What follows belongs to an exercise in optimizing a design on an open flow for small area; a production flow would make more cautious choices. The RTL was checked by simulation tests, not by an equivalence proof against the original design. Power and IR drop assume default switching activity.

==> inputs of run a <==
==> flow/design.v <==
`default_nettype none
package cpu_stack_pkg;
  localparam int STACK_TAG_W   = 3;
  localparam int STACK_VALUE_W = 32;
  localparam int STACK_WIDTH   = STACK_TAG_W + STACK_VALUE_W;   
  localparam int STACK_POP_W   = 11;
  localparam int STACK_DEPTH   = 64;
  typedef enum logic [STACK_TAG_W-1:0] {
    TAG_NONE  = 3'd0,
    TAG_INT   = 3'd1,
    TAG_ADDR  = 3'd2,
    TAG_RET   = 3'd3,
    TAG_FRAME = 3'd4,
    TAG_CONST = 3'd5
  } stack_tag_e;
  function automatic logic [STACK_WIDTH-1:0] stack_entry(
    input stack_tag_e                 tag,
    input logic [STACK_VALUE_W-1:0]   value
  );
    stack_entry = {tag, value};
  endfunction
  function automatic stack_tag_e stack_tag(input logic [STACK_WIDTH-1:0] entry);
    stack_tag = stack_tag_e'(entry[STACK_WIDTH-1 -: STACK_TAG_W]);
  endfunction
endpackage
`default_nettype wire
`default_nettype none
module cpu_operand_stack
#(
  parameter int WIDTH = cpu_stack_pkg::STACK_WIDTH,
  parameter int DEPTH = cpu_stack_pkg::STACK_DEPTH,
  parameter int TOPS  = 2,
  parameter int POP_W = cpu_stack_pkg::STACK_POP_W
) (
  input  logic                       clk,
  input  logic                       rst,
  input  logic                       st__pop,
  input  logic [POP_W-1:0]           st__to_pop,
  input  logic                       st__push,
  input  logic [WIDTH-1:0]           st__to_push,
  input  logic                       st__flush,
  input  logic                       st__err_clr,
  output logic [TOPS*WIDTH-1:0]      st__top,
  output logic [$clog2(DEPTH+1)-1:0] st__count,
  output logic                       st__empty,
  output logic                       st__full,
  output logic                       st__err_overflow,
  output logic                       st__err_underflow
);
  localparam int CNT_W  = $clog2(DEPTH+1);
  localparam int ADDR_W = (DEPTH > 1) ? $clog2(DEPTH) : 1;
  localparam int CMP_W  = (POP_W > CNT_W) ? POP_W : CNT_W;
  localparam logic [CNT_W-1:0] C_DEPTH = CNT_W'(DEPTH);
  logic [WIDTH-1:0] r_mem [DEPTH];
  logic [CNT_W-1:0] r_count;
  logic             r_err_overflow;
  logic             r_err_underflow;
  logic [CMP_W-1:0] w_pop_n;
  logic [CMP_W-1:0] w_count_ext;
  logic             w_underflow;
  logic [CNT_W-1:0] w_c1;
  logic             w_push_ok;
  logic             w_overflow;
  logic [CNT_W-1:0] w_next_count;
  always_comb begin
    w_pop_n      = st__pop ? CMP_W'(st__to_pop) : '0;
    w_count_ext  = CMP_W'(r_count);
    w_underflow  = (w_pop_n > w_count_ext);
    w_c1         = w_underflow ? '0 : (r_count - CNT_W'(w_pop_n));
    w_push_ok    = st__push && (w_c1 < C_DEPTH);
    w_overflow   = st__push && !w_push_ok;
    w_next_count = w_push_ok ? (w_c1 + CNT_W'(1)) : w_c1;
  end
  always_ff @(posedge clk or posedge rst) begin
    if (rst) begin
      r_count         <= '0;
      r_err_overflow  <= 1'b0;
      r_err_underflow <= 1'b0;
    end else begin
      if (st__flush) begin
        r_count <= '0;
      end else begin
        r_count <= w_next_count;
      end
      r_err_overflow  <= (r_err_overflow  & ~st__err_clr) | (w_overflow  & ~st__flush);
      r_err_underflow <= (r_err_underflow & ~st__err_clr) | (w_underflow & ~st__flush);
    end
  end
  always_ff @(posedge clk) begin
    if (!st__flush && w_push_ok) begin
      r_mem[w_c1[ADDR_W-1:0]] <= st__to_push;
    end
  end
  for (genvar k = 0; k < TOPS; k++) begin : g_top
    logic             w_valid;
    logic [CNT_W-1:0] w_idx;
    assign w_valid = (r_count > CNT_W'(k));
    assign w_idx   = r_count - CNT_W'(k + 1);
    assign st__top[k*WIDTH +: WIDTH] = w_valid ? r_mem[w_idx[ADDR_W-1:0]] : '0;
  end
  assign st__count         = r_count;
  assign st__empty         = (r_count == '0);
  assign st__full          = (r_count == C_DEPTH);
  assign st__err_overflow  = r_err_overflow;
  assign st__err_underflow = r_err_underflow;
endmodule
`default_nettype wire
==> flow/run.sh <==
#!/bin/bash
# synth_recipe.tcl (not shown) runs the flow's synth.tcl, then flattens the netlist and writes it again
# the make line also repeats each setting of config.mk as NAME=value (left out here)
make -C /OpenROAD-flow-scripts/flow DESIGN_CONFIG=/design/flow/config.mk WORK_HOME=/design/flow/orfs CLKGATE_MAP_FILE= SYNTH_SCRIPT=/design/flow/synth_recipe.tcl finish
==> flow/config.mk <==
export PLATFORM = sky130hd
export DESIGN_NAME = cpu_operand_stack
export DESIGN_NICKNAME = cpu_operand_stack
export VERILOG_FILES = /design/flow/design.v
export SDC_FILE = /design/flow/constraint.sdc
export NUM_CORES = 4
export LEC_CHECK = 0
export CAP_MARGIN = 20
export CORE_MARGIN = 2
export CORE_UTILIZATION = 40
export SLEW_MARGIN = 20
==> flow/constraint.sdc <==
create_clock -name core_clock -period 10.0 [get_ports {clk}]
set_input_delay 2.0000 -clock core_clock [delete_from_list [all_inputs] [get_ports {clk}]]
set_output_delay 2.0000 -clock core_clock [all_outputs]
set_load 0.01 [all_outputs]
==> inputs of run b, as changes to run a <==
==> flow/design.v, changed modules only <==
module cpu_operand_stack
#(
  parameter int WIDTH = cpu_stack_pkg::STACK_WIDTH,
  parameter int DEPTH = cpu_stack_pkg::STACK_DEPTH,
  parameter int TOPS  = 2,
  parameter int POP_W = cpu_stack_pkg::STACK_POP_W
) (
  input  logic                       clk,
  input  logic                       rst,
  input  logic                       st__pop,
  input  logic [POP_W-1:0]           st__to_pop,
  input  logic                       st__push,
  input  logic [WIDTH-1:0]           st__to_push,
  input  logic                       st__flush,
  input  logic                       st__err_clr,
  output logic [TOPS*WIDTH-1:0]      st__top,
  output logic [$clog2(DEPTH+1)-1:0] st__count,
  output logic                       st__empty,
  output logic                       st__full,
  output logic                       st__err_overflow,
  output logic                       st__err_underflow
);
  localparam int CNT_W = $clog2(DEPTH+1);
  localparam int HALF  = DEPTH / 2;
  logic [CNT_W-1:0] r_count;
  logic             r_err_overflow;
  logic             r_err_underflow;
  logic             r_phase;
  logic             w_underflow;
  logic [CNT_W-1:0] w_c1;
  logic             w_push_ok;
  logic             w_overflow;
  logic             w_wen;
  logic [WIDTH-1:0] w_x;
  always_comb begin
    w_underflow = st__pop && (st__to_pop > POP_W'(r_count));
    if (w_underflow)
      w_c1 = '0;
    else if (st__pop)
      w_c1 = r_count - st__to_pop[CNT_W-1:0];
    else
      w_c1 = r_count;
    w_push_ok  = st__push && !w_c1[CNT_W-1];    
    w_overflow = st__push && w_c1[CNT_W-1];
    w_wen      = w_push_ok && !st__flush;
  end
  always_ff @(posedge clk or posedge rst) begin
    if (rst) begin
      r_count         <= '0;
      r_err_overflow  <= 1'b0;
      r_err_underflow <= 1'b0;
      r_phase         <= 1'b0;
    end else begin
      r_count         <= st__flush ? '0 : (w_c1 + CNT_W'(w_push_ok));
      r_err_overflow  <= (r_err_overflow  & ~st__err_clr) | (w_overflow  & ~st__flush);
      r_err_underflow <= (r_err_underflow & ~st__err_clr) | (w_underflow & ~st__flush);
      r_phase         <= ~r_phase;
    end
  end
  assign w_x = st__to_push ^ {WIDTH{r_phase}};
  logic [DEPTH-1:0] w_wr;      
  logic [DEPTH-1:0] w_hold;    
  logic [HALF-1:0]  w_sel_e;   
  logic [HALF-1:0]  w_sel_o;   
  logic [WIDTH-1:0] r_row [DEPTH];
  for (genvar i = 0; i < DEPTH; i++) begin : g_row
    assign w_wr[i]   = w_wen && (w_c1 == CNT_W'(i));
    assign w_hold[i] = (w_c1 > CNT_W'(i));
    always_ff @(posedge clk) begin
      r_row[i] <= ~((r_row[i] | {WIDTH{w_wr[i]}}) & ({WIDTH{w_hold[i]}} | w_x));
    end
  end
  for (genvar j = 0; j < HALF; j++) begin : g_sel
    assign w_sel_e[j] = (r_count == CNT_W'(2*j+1)) || (r_count == CNT_W'(2*j+2));
    assign w_sel_o[j] = (r_count == CNT_W'(2*j+2)) || (r_count == CNT_W'(2*j+3));
  end
  logic [WIDTH-1:0] w_rd_e, w_rd_o;
  always_comb begin
    w_rd_e = '0;
    w_rd_o = '0;
    for (int j = 0; j < HALF; j++) begin
      w_rd_e = w_rd_e | (r_row[2*j]   & {WIDTH{w_sel_e[j]}});
      w_rd_o = w_rd_o | (r_row[2*j+1] & {WIDTH{w_sel_o[j]}});
    end
  end
  logic [WIDTH-1:0] w_e, w_o;
  logic             w_ge2, w_ge3;
  assign w_e   = w_rd_e ^ {WIDTH{r_phase}};
  assign w_o   = w_rd_o ^ {WIDTH{r_phase}};
  assign w_ge2 = (r_count >= CNT_W'(2));
  assign w_ge3 = (r_count >= CNT_W'(3));
  assign st__top[WIDTH-1:0]       = ({WIDTH{r_count[0]}}           & w_e) |
                                    ({WIDTH{!r_count[0] && w_ge2}} & w_o);
  assign st__top[2*WIDTH-1:WIDTH] = ({WIDTH{!r_count[0] && w_ge2}} & w_e) |
                                    ({WIDTH{r_count[0] && w_ge3}}  & w_o);
  assign st__count         = r_count;
  assign st__empty         = (r_count == '0);
  assign st__full          = r_count[CNT_W-1];
  assign st__err_overflow  = r_err_overflow;
  assign st__err_underflow = r_err_underflow;
endmodule
==> flow/flow/run.sh (new file) <==
#!/bin/bash
# Standard ORFS layout, with ABC's area script replaced by an area-only
# mapping (flow/abc_area.script). Everything else is the standard.sh.
set -euo pipefail
rm -rf scripts_mod
cp -r "$FLOW_HOME/scripts" scripts_mod
cp flow/abc_area.script scripts_mod/abc_area.script
bash standard.sh SCRIPTS_DIR="$PWD/scripts_mod" ABC_AREA=1 finish > standard_make.log 2>&1
==> flow/flow/abc_area.script (new file) <==
strash
dch -f
map -a
strash
dch -f
map -a
==> flow/standard.sh (new file) <==
#!/bin/bash
# synth_recipe.tcl (not shown) runs the flow's synth.tcl, then flattens the netlist and writes it again
# the make line also repeats each setting of config.mk as NAME=value (left out here)
make -C /OpenROAD-flow-scripts/flow DESIGN_CONFIG=/design/flow/config.mk WORK_HOME=/design/flow/orfs CLKGATE_MAP_FILE= SYNTH_SCRIPT=/design/flow/synth_recipe.tcl "${@:-finish}"
CORE_UTILIZATION = 50   (was 40)
removed: flow/run.sh
==> inputs of run c, as changes to run a <==
==> flow/design.v, changed modules only <==
module cpu_operand_stack
#(
  parameter int WIDTH = cpu_stack_pkg::STACK_WIDTH,
  parameter int DEPTH = cpu_stack_pkg::STACK_DEPTH,
  parameter int TOPS  = 2,
  parameter int POP_W = cpu_stack_pkg::STACK_POP_W
) (
  input  logic                       clk,
  input  logic                       rst,
  input  logic                       st__pop,
  input  logic [POP_W-1:0]           st__to_pop,
  input  logic                       st__push,
  input  logic [WIDTH-1:0]           st__to_push,
  input  logic                       st__flush,
  input  logic                       st__err_clr,
  output logic [TOPS*WIDTH-1:0]      st__top,
  output logic [$clog2(DEPTH+1)-1:0] st__count,
  output logic                       st__empty,
  output logic                       st__full,
  output logic                       st__err_overflow,
  output logic                       st__err_underflow
);
  localparam int CNT_W = $clog2(DEPTH+1);
  localparam int HALF  = DEPTH / 2;
  logic [CNT_W-1:0] r_count;
  logic             r_err_overflow;
  logic             r_err_underflow;
  logic             r_phase;
  logic             w_underflow;
  logic [CNT_W-1:0] w_c1;
  logic             w_push_ok;
  logic             w_overflow;
  logic             w_wen;
  logic [WIDTH-1:0] w_x;
  always_comb begin
    w_underflow = st__pop && (st__to_pop > POP_W'(r_count));
    if (w_underflow)
      w_c1 = '0;
    else if (st__pop)
      w_c1 = r_count - st__to_pop[CNT_W-1:0];
    else
      w_c1 = r_count;
    w_push_ok  = st__push && !w_c1[CNT_W-1];    
    w_overflow = st__push && w_c1[CNT_W-1];
    w_wen      = w_push_ok && !st__flush;
  end
  always_ff @(posedge clk or posedge rst) begin
    if (rst) begin
      r_count         <= '0;
      r_err_overflow  <= 1'b0;
      r_err_underflow <= 1'b0;
      r_phase         <= 1'b0;
    end else begin
      r_count         <= st__flush ? '0 : (w_c1 + CNT_W'(w_push_ok));
      r_err_overflow  <= (r_err_overflow  & ~st__err_clr) | (w_overflow  & ~st__flush);
      r_err_underflow <= (r_err_underflow & ~st__err_clr) | (w_underflow & ~st__flush);
      r_phase         <= ~r_phase;
    end
  end
  assign w_x = st__to_push ^ {WIDTH{r_phase}};
  logic [DEPTH-1:0] w_wr;      
  logic [DEPTH-1:0] w_hold;    
  logic [HALF-1:0]  w_sel_e;   
  logic [HALF-1:0]  w_sel_o;   
  logic [WIDTH-1:0] r_row [DEPTH];
  for (genvar i = 0; i < DEPTH; i++) begin : g_row
    assign w_wr[i]   = w_wen && (w_c1 == CNT_W'(i));
    assign w_hold[i] = (w_c1 > CNT_W'(i));
    always_ff @(posedge clk) begin
      r_row[i] <= ~((r_row[i] | {WIDTH{w_wr[i]}}) & ({WIDTH{w_hold[i]}} | w_x));
    end
  end
  for (genvar j = 0; j < HALF; j++) begin : g_sel
    assign w_sel_e[j] = (r_count == CNT_W'(2*j+1)) || (r_count == CNT_W'(2*j+2));
    assign w_sel_o[j] = (r_count == CNT_W'(2*j+2)) || (r_count == CNT_W'(2*j+3));
  end
  localparam int NGRP = (HALF + 2) / 3;
  logic [WIDTH-1:0] w_rd_e, w_rd_o;
  logic [WIDTH-1:0] w_grp_e [NGRP];
  logic [WIDTH-1:0] w_grp_o [NGRP];
  always_comb begin
    for (int g = 0; g < NGRP; g++) begin
      w_grp_e[g] = '0;
      w_grp_o[g] = '0;
      for (int k = 0; k < 3; k++) begin
        if (3*g+k < HALF) begin
          w_grp_e[g] = w_grp_e[g] | (r_row[2*(3*g+k)]   & {WIDTH{w_sel_e[3*g+k]}});
          w_grp_o[g] = w_grp_o[g] | (r_row[2*(3*g+k)+1] & {WIDTH{w_sel_o[3*g+k]}});
        end
      end
    end
    w_rd_e = '1;
    w_rd_o = '1;
    for (int g = 0; g < NGRP; g++) begin
      w_rd_e = w_rd_e & ~w_grp_e[g];
      w_rd_o = w_rd_o & ~w_grp_o[g];
    end
    w_rd_e = ~w_rd_e;
    w_rd_o = ~w_rd_o;
  end
  logic [WIDTH-1:0] w_e, w_o;
  logic             w_ge2, w_ge3;
  assign w_e   = w_rd_e ^ {WIDTH{r_phase}};
  assign w_o   = w_rd_o ^ {WIDTH{r_phase}};
  assign w_ge2 = (r_count >= CNT_W'(2));
  assign w_ge3 = (r_count >= CNT_W'(3));
  assign st__top[WIDTH-1:0]       = ({WIDTH{r_count[0]}}           & w_e) |
                                    ({WIDTH{!r_count[0] && w_ge2}} & w_o);
  assign st__top[2*WIDTH-1:WIDTH] = ({WIDTH{!r_count[0] && w_ge2}} & w_e) |
                                    ({WIDTH{r_count[0] && w_ge3}}  & w_o);
  assign st__count         = r_count;
  assign st__empty         = (r_count == '0);
  assign st__full          = r_count[CNT_W-1];
  assign st__err_overflow  = r_err_overflow;
  assign st__err_underflow = r_err_underflow;
endmodule
==> flow/flow/run.sh (new file) <==
#!/bin/bash
# The standard.sh layout with these changes:
#  - ABC's area script is replaced by an area-only mapping (flow/abc_area.script)
#  - CTS clusters up to 28 sinks (65 um) per leaf buffer and inserts no dummy loads
#  - the port buffers are buf_1 cells
set -euo pipefail
rm -rf scripts_mod
cp -r "$FLOW_HOME/scripts" scripts_mod
cp flow/abc_area.script scripts_mod/abc_area.script
bash standard.sh SCRIPTS_DIR="$PWD/scripts_mod" ABC_AREA=1 \
  "CTS_ARGS=-sink_clustering_enable -repair_clock_nets -dont_use_dummy_load -sink_clustering_size 28 -sink_clustering_max_diameter 65" \
  "BUFFER_PORTS_ARGS=-buffer_cell sky130_fd_sc_hd__buf_1" \
  finish > standard_make.log 2>&1
==> flow/flow/abc_area.script (new file) <==
strash
&get -n
&dch -f
&nf -a -R 1000
&put
==> flow/standard.sh (new file) <==
#!/bin/bash
# synth_recipe.tcl (not shown) runs the flow's synth.tcl, then flattens the netlist and writes it again
# the make line also repeats each setting of config.mk as NAME=value (left out here)
make -C /OpenROAD-flow-scripts/flow DESIGN_CONFIG=/design/flow/config.mk WORK_HOME=/design/flow/orfs CLKGATE_MAP_FILE= SYNTH_SCRIPT=/design/flow/synth_recipe.tcl "${@:-finish}"
CAP_MARGIN = 5   (was 20)
CORE_UTILIZATION = 70   (was 40)
SLEW_MARGIN = 5   (was 20)
removed: flow/run.sh
==> notes <==
The lowest combinational power belongs to run c, the highest to run a. The highest critical path depth belongs to run b, the lowest to run a. Design area: run c < run b < run a. First-iteration DRC count, lowest first: run a, run b, run c. Cell count, lowest first: run c, run a, run b. Non-clock buffer count: run a < run c < run b.

static timing again, ports no longer ideal:
Ports are ideal in the flow. The routed layouts listed here were re-timed in OpenROAD.
Step 1 (the two cells are an assumption about what drives the block):
set clk [get_ports {clk}]
set_driving_cell -lib_cell sky130_fd_sc_hd__clkbuf_16 $clk
set_driving_cell -lib_cell sky130_fd_sc_hd__buf_2 [delete_from_list [all_inputs] $clk]
Step 2 moves the port delays by t, midway between the first and last clock arrival at a register: inputs arrive t later, outputs are due t later. That takes back most of the time a late clock gives input paths.
a / b / c = ideal / step 1 / step 2; a / b = the first two.
run | shift t [ns] | setup slack, ns | slew at the worst register clock pin (ns) | cell pins on the clock port's net
run a | 0.972 | 0.903 / 0.804 / 1.776 | 0.07 / 0.07 | 1
run b | 0.917 | 0.197 / 0.111 / 1.028 | 0.07 / 0.07 | 1
run c | 0.800 | 1.858 / 1.782 / 2.121 | 0.11 / 0.11 | 1
After both steps setup and hold are still met in every run listed.
